Context: an optimization exercise on an open-source flow, tuned for small area, a short achievable clock period and few clock cycles per item. The choices shown serve that exercise and are no tape-out recipe.
The RTL was checked by simulation tests, not by an equivalence proof against the original design.
Power figures rest on the tool's default switching activity, not on a simulated workload.

job 101:
## fifo_hexdump_top
module fifo_hexdump_top #(
    parameter int BOOT_LINES     = 30,
    parameter int USER_LINES     = 8,
    parameter int BYTES_PER_LINE = 16
) (
    input  wire                                  MCLK,
    input  wire                                  rst,
    input  wire                                  buf_wr_en_n,
    input  wire  [fifo_hexdump_pkg::BUF_BIT_AW-1:0] buf_wr_addr,
    input  wire                                  buf_wr_bit,
    input  wire                                  send_boot_n,
    input  wire                                  send_user_n,
    input  wire  [11:0]                          rel_page,
    input  wire                                  fifo_en_n,
    input  wire                                  txe_n,
    output logic [7:0]                           fifo_data,
    output logic                                 wr_n
);
    localparam int MAX_LINES = (BOOT_LINES > USER_LINES) ? BOOT_LINES : USER_LINES;
    logic [fifo_hexdump_pkg::BUF_BYTE_AW-1:0] rd_addr;
    logic [7:0]                               rd_data;
    logic                                     go;
    logic                                     adv;
    logic [7:0]                               ch;
    sipo_buffer #(
  ...
For scale: ~15,000 cells after synthesis, about 42 I/O pins, roughly 140,000 um2 of cells after synthesis.
Settings: LEC_CHECK=0, ABC_CLOCK_PERIOD_IN_PS=5000, CAP_MARGIN=20, CORE_MARGIN=2, CORE_UTILIZATION=60, CTS_CLUSTER_DIAMETER=80, CTS_CLUSTER_SIZE=28, PLACE_DENSITY=0.68, SLEW_MARGIN=20, SYNTH_HIERARCHICAL=1, SYNTH_MINIMUM_KEEP_SIZE=0; clock period 25.0 ns.
standard.sh (not shown) runs the stock make flow with config.mk's settings and CLKGATE_MAP_FILE= SYNTH_SCRIPT=/design/flow/synth_recipe.tcl, a recipe that flattens the netlist after the stock synthesis.
==> flow/flow/run.sh <==
#!/bin/bash
# The standard ORFS flow (the standard.sh, unchanged synthesis), with
# the timing repair after CTS and after global routing asked to keep a setup
# margin, so that it works on the paths that set the achieved period; with
# resizing free to change a cell's footprint (detailed placement follows
# every repair); and with plain buffers (not delay cells) on the ports.
set -euo pipefail
bash standard.sh SETUP_SLACK_MARGIN=19.0 MATCH_CELL_FOOTPRINT=0 "BUFFER_PORTS_ARGS=-buffer_cell sky130_fd_sc_hd__buf_2" finish > run_standard.log 2>&1
Testbench counts of job 101, summed over its fixed seeds: cycles 57,008, chars 18,976.
### job 101 -> job 102
==> flow/flow/run.sh <==
#!/bin/bash
# The standard ORFS flow (the standard.sh, unchanged synthesis), with
# the timing repair after CTS and after global routing asked to keep a setup
# margin, so that it works on the paths that set the achieved period, and
# with plain buffers (not delay cells) on the ports.
set -euo pipefail
bash standard.sh SETUP_SLACK_MARGIN=19.0 "BUFFER_PORTS_ARGS=-buffer_cell sky130_fd_sc_hd__buf_2" finish > run_standard.log 2>&1
==> comparison <==
Multi-input combinational cell count: job 102 vs job 101 — no meaningful difference. Per the comparison of job 102 with job 101, instance area after placement barely changed; first-pass GRT wire length dropped 20,000 um; power density over cell area barely changed. Delta (job 102 minus job 101): wire length reported by the detailed router moved down, final critical-path setup slack rose 0.0058 ns, met3 wire length lost about 4.5%, clock distribution power flat.
## Diff of input files: job 103 against job 102
- CTS_CLUSTER_DIAMETER now 50, was 80
- CTS_CLUSTER_SIZE now 20, was 28
Job 103 completed every stage of the flow, and the final layout passed the timing, design-rule and antenna checks. Job 102: done, clean on timing, DRC and antenna. Comparing job 102 and job 103, the higher sequential share of cell area is on job 102. On buffer count from post-CTS setup fixing, job 102 and job 103 are neck and neck. Wire length ends up higher on job 103. Summary of the comparison: worst-case clock skew is higher in job 103, relative to job 102.
For job 104, these inputs were changed with respect to job 103:
- CTS_CLUSTER_SIZE: 20 -> 28
- CTS_CLUSTER_DIAMETER: 50 -> 80
==> flow/flow/run.sh <==
#!/bin/bash
# The standard ORFS flow (the standard.sh, unchanged synthesis), with the
# timing repair after CTS and after global routing asked to keep a setup
# margin, so that it works on the paths that set the achieved period.
set -euo pipefail
bash standard.sh SETUP_SLACK_MARGIN=19.0 finish > run_standard.log 2>&1
==> comparison <==
- No stage failed in job 104, and the final checks on the layout all came back clean.
- Number of placed instances, taps included: job 103 vs job 104 — no meaningful difference
- Between job 103 and job 104, the flow reports power decreasing by more than 10%.
- Compared with job 103, in job 104 leakage power summed over all cells shows a reduction of 6.9%; number of antenna violations at the first check in global routing shows a reduction of 1.
Input changes introduced in job 105 (baseline for comparison: job 104):
==> flow/flow/run.sh <==
#!/bin/bash
# The standard ORFS flow (the standard.sh, unchanged synthesis), with
# the timing repair after CTS and after global routing asked to keep a setup
# margin, so that it works on the paths that set the achieved period; with
# resizing free to change a cell's footprint (detailed placement follows
# every repair); and with plain buffers (not delay cells) on the ports.
set -euo pipefail
bash standard.sh SETUP_SLACK_MARGIN=19.3 MATCH_CELL_FOOTPRINT=0 "BUFFER_PORTS_ARGS=-buffer_cell sky130_fd_sc_hd__buf_2" finish > run_standard.log 2>&1
### Flow results
Job 105 vs. job 104: die span in y essentially unchanged; non-clock buffer count increased 25; worst hold slack essentially unchanged; clock share of power increased 0.4 points.
Job 105 ended up with a higher area growth from synthesis to layout than job 104 did.
Job 105 | stages: all done | timing, DRC, antenna: all pass
The core utilization in job 105 sits 0.23 points above the value recorded for job 104.

-- separate check: timing with driven ports --
Ports are ideal in the flow. The routed layouts listed here were re-timed in OpenROAD. Step 1, drivers: a clkbuf_16 drives MCLK and a buf_2 each remaining input, both assumed. Step 2 times the ports against the registers' clock, not the clock port: input delays grow and output delays shrink by t, the midpoint of the rising clock arrivals with the driver on. a / b / c = ideal / step 1 / step 2; a / b = the first two.
run | t (ns) | slack for setup (ns) | worst setup path after step 2
job 101 | 0.956 | 18.687 / 18.595 / 18.249 | input to register
job 102 | 0.943 | 18.692 / 18.599 / 18.057 | input to register
job 103 | 1.035 | 18.618 / 18.525 / 17.926 | input to register
job 104 | 0.957 | 18.661 / 18.568 / 18.138 | input to register
job 105 | 0.974 | 18.686 / 18.576 / 18.300 | input to register
After both steps every run listed still meets setup and hold. The setup slack of job 103, which loses most, moves by -0.093 ns with the drivers and by -0.692 ns with both steps.
